This design comes from an exercise in tuning for small area, a short achievable clock period and few clock cycles per item on the open sky130 flow, not from production work.
At most, simulation tests tie the RTL to the original design; equivalence was not proved.

## before
// mandel_engine
module mandel_engine #(
  parameter int W       = 16,
  parameter int FRAC    = 12,
  parameter int ITER_W  = 16,
  parameter int COORD_W = 9
) (
  input  logic               clk,
  input  logic               rst,
  input  logic               cfg_start,
  input  logic [COORD_W-1:0] cfg_pix_w,
  input  logic [COORD_W-1:0] cfg_pix_h,
  input  logic [W-1:0]       cfg_cxs,
  input  logic [W-1:0]       cfg_cys,
  input  logic [W-1:0]       cfg_dcx,
  input  logic [W-1:0]       cfg_dcy,
  input  logic [ITER_W-1:0]  cfg_max_iter,
  input  logic               abort,
  output logic               busy,
  output logic               done,
  output logic               out_valid,
  input  logic               out_ready,
  output logic [COORD_W-1:0] out_x,
  output logic [COORD_W-1:0] out_y,
  output logic [ITER_W-1:0]  out_iter,
  output logic               out_inside
);
Settings: LEC_CHECK=0, ABC_CLOCK_PERIOD_IN_PS=5000, CAP_MARGIN=20, CORE_MARGIN=2, CORE_UTILIZATION=40, SETUP_SLACK_MARGIN=5, SLEW_MARGIN=20; clock period 12.0 ns.
standard.sh (not shown) runs the stock make flow with config.mk's settings and CLKGATE_MAP_FILE= SYNTH_SCRIPT=/design/flow/synth_recipe.tcl, a recipe that flattens the netlist after the stock synthesis.
==> flow/flow/run.sh <==
#!/bin/bash
set -euo pipefail
sed '1s/^proc synth {args} { yosys synth -nofsm -noshare {\*}\$args }$/proc synth {args} { yosys synth -nofsm -noshare -noabc {*}$args }/' synth_recipe.tcl > synth_noabc.tcl
grep -q -- '-noabc' synth_noabc.tcl
bash standard.sh SYNTH_SCRIPT="$PWD/synth_noabc.tcl" SETUP_SLACK_MARGIN=8.5 finish > flow_make.log 2>&1
[inputs] after vs before
--- a/flow/design.v
+++ b/flow/design.v
@@ -28,49 +28,48 @@
   logic [COORD_W-1:0]  pix_w, pix_h, ax, ay;
   logic signed [W-1:0] cxs, dcx, dcy, acx, acy;
   logic [ITER_W-1:0]   max_iter;
   logic                comp;
   logic [1:0]          aseq, oseq;
   logic                ofirst;
   logic                rb_v, rb_inside;
   logic [1:0]          rb_tag;
   logic [ITER_W-1:0]   rb_iter;
   logic signed [W-1:0] x1, y1, cx1, cy1;
   logic [13:0]         sx1, sy1;
   logic [ITER_W-1:0]   i1;
-  logic                act1, hold1, fr1, er1, hin1;
+  logic                act1, hold1, fr1, er1, hin1, lr1;
   logic [1:0]          tg1;
   logic [PW-1:0]       p2;
   logic signed [W-1:0] cx2, cy2;
   logic [13:0]         sx2, sy2;
   logic [ITER_W-1:0]   i2;
-  logic                act2, hold2, er2, hin2, fn2, es2;
+  logic                act2, hold2, er2, hin2, lr2, lim2, cyc2, es2;
   logic [1:0]          tg2;
   logic [PW-1:0]       p1;
-  logic                bigx, bigy, mi_zero, at_lim, cyc, fn1, es1;
+  logic                bigx, bigy, mi_zero, at_lim, cyc, es1;
   logic [4:0]          hx, hy, hthr;
-  logic                sure, inc;
+  logic                sure, inc, now;
   logic                esc_mag, esc_now, fin, use_i, res_in, can_out, rb_go, to_out, to_rb;
   logic                delivered, take, row_end, last_pix, capture, done_cond;
   logic signed [W-1:0] xn, yn;
   logic [ITER_W-1:0]   res_iter;
   mandel_s1 u_s1 (.x(x1[13:0]), .y(y1[13:0]), .cx(cx1), .cy(cy1), .p(p1));
   mandel_s2 u_s2 (.p(p2), .cx(cx2), .esc_mag(esc_mag), .xn(xn), .yn(yn));
   always_comb begin
     mi_zero = (max_iter == '0);
     bigx = !((x1[15:13] == 3'b000) || (x1[15:13] == 3'b111 && x1[12:0] != '0));
     bigy = !((y1[15:13] == 3'b000) || (y1[15:13] == 3'b111 && y1[12:0] != '0));
     at_lim = (i1 + ITER_W'(1) == max_iter);
     cyc = !fr1 && ({x1[13:0], y1[13:0]} == {sx1, sy1});
-    fn1 = at_lim || cyc || mi_zero;
     hx = x1[12:8] ^ {5{x1[13]}};
     hy = y1[12:8] ^ {5{y1[13]}};
     case (hx)
       5'd0: hthr = 5'd0;
       5'd1: hthr = 5'd0;
       5'd2: hthr = 5'd0;
       5'd3: hthr = 5'd0;
       5'd4: hthr = 5'd0;
       5'd5: hthr = 5'd0;
       5'd6: hthr = 5'd0;
       5'd7: hthr = 5'd0;
       5'd8: hthr = 5'd31;
@@ -93,71 +92,75 @@
       5'd25: hthr = 5'd20;
       5'd26: hthr = 5'd19;
       5'd27: hthr = 5'd18;
       5'd28: hthr = 5'd16;
       5'd29: hthr = 5'd14;
       5'd30: hthr = 5'd12;
       5'd31: hthr = 5'd8;
       default: hthr = 5'd0;
     endcase
     es1 = bigx || bigy || (hthr != 5'd0 && hy >= hthr);
     esc_now = (es2 || esc_mag) && !mi_zero;
     sure = es2 && !mi_zero;
-    fin = act2 && (hold2 || er2 || fn2 || sure);
-    inc = !hold2 && !er2 && sure;
+    now = sure || cyc2 || mi_zero;
+    fin = act2 && (hold2 || er2 || lr2 || now);
+    inc = !hold2 && !er2 && !lr2 && sure;
     use_i = er2 || inc;
-    res_in = hold2 ? hin2 : (!er2 && !esc_now);
+    res_in = hold2 ? hin2 : !(er2 || (!lr2 && sure));
     res_iter = use_i ? (inc ? i2 + ITER_W'(1) : i2) : max_iter;
     can_out = !out_valid;
     rb_go = rb_v && (rb_tag == oseq) && can_out;
     to_out = fin && (tg2 == oseq) && can_out;
     to_rb = fin && !to_out && (!rb_v || rb_go);
     delivered = to_out || to_rb;
     take = comp && (!act2 || delivered);
     row_end = (ax == pix_w - COORD_W'(1));
     last_pix = row_end && (ay == pix_h - COORD_W'(1));
     capture = rb_go || to_out;
     done_cond = !comp && !act1 && !act2 && !rb_v && (!out_valid || out_ready);
   end
   always_ff @(posedge clk) begin
     p2    <= p1;
     i2    <= i1;
     cx2   <= cx1;
     cy2   <= cy1;
     tg2   <= tg1;
     hold2 <= hold1;
     er2   <= er1;
     hin2  <= hin1;
-    fn2   <= fn1;
+    lim2  <= at_lim;
+    cyc2  <= cyc;
+    lr2   <= lr1;
     es2   <= es1;
     act2  <= busy && act1;
     if (i1[1:0] == 2'b00) begin
       sx2 <= x1[13:0];
       sy2 <= y1[13:0];
     end else begin
       sx2 <= sx1;
       sy2 <= sy1;
     end
     sx1 <= sx2;
     sy1 <= sy2;
     x1    <= take ? acx : xn;
     y1    <= take ? acy : yn;
     cx1   <= take ? acx : cx2;
     cy1   <= take ? acy : cy2;
     i1    <= take ? '0 : ((fin && !inc) ? i2 : i2 + ITER_W'(1));
     tg1   <= take ? aseq : tg2;
     act1  <= busy && (take || (act2 && !delivered));
     hold1 <= !take && fin;
     fr1   <= take;
     er1   <= !take && (fin ? use_i : esc_now);
+    lr1   <= !take && !fin && lim2;
     hin1  <= res_in;
   end
   always_ff @(posedge clk) begin
     if (rst) begin
       busy      <= 1'b0;
       done      <= 1'b0;
       out_valid <= 1'b0;
     end else begin
       done <= 1'b0;
       if (busy && abort) begin
         busy      <= 1'b0;
         out_valid <= 1'b0;
## What came out
Lower ratio of final minimum period to clock period goes to after over before.
after against before: count of filler cells inserted in the layout saw a decrease, final weighted congestion in routability-driven placement rose by about 2.2%.
after vs. before: non-clock buffer count went down by 9.
Effective utilization at floorplan: before vs after, no meaningful difference
Testbench counts of after, summed over its fixed seeds: cycles 48,565, pixels 3,072.
For before, only the layout was checked, not whether the RTL still works.

afterwards: timing with drivers on the ports:
The flow's constraints put no driver on any port. The routed layouts listed below were extracted and timed again, unchanged, in two steps.
Step 1 assumes that a clkbuf_16 drives the clock port and a buf_2 every other input.
Step 2, shift: input delay + t, output delay - t, t = (earliest + latest rising clock arrival at the registers) / 2. This alone moves slack from input paths to output paths.
Slacks: ideal / step 1 / step 2; pairs: ideal / step 1.
run | t (ns) | setup slack, ns | worst setup path after step 2 | pins driven straight from the clock port
before | 0.707 | 7.926 / 7.926 / 7.926 | register to register | 1
after | 0.692 | 8.360 / 8.299 / 8.080 | input to register | 1
After both steps every run listed still meets setup and hold. For after, which loses most, drivers alone change the setup slack by -0.061 ns; drivers and shift together by -0.280 ns.
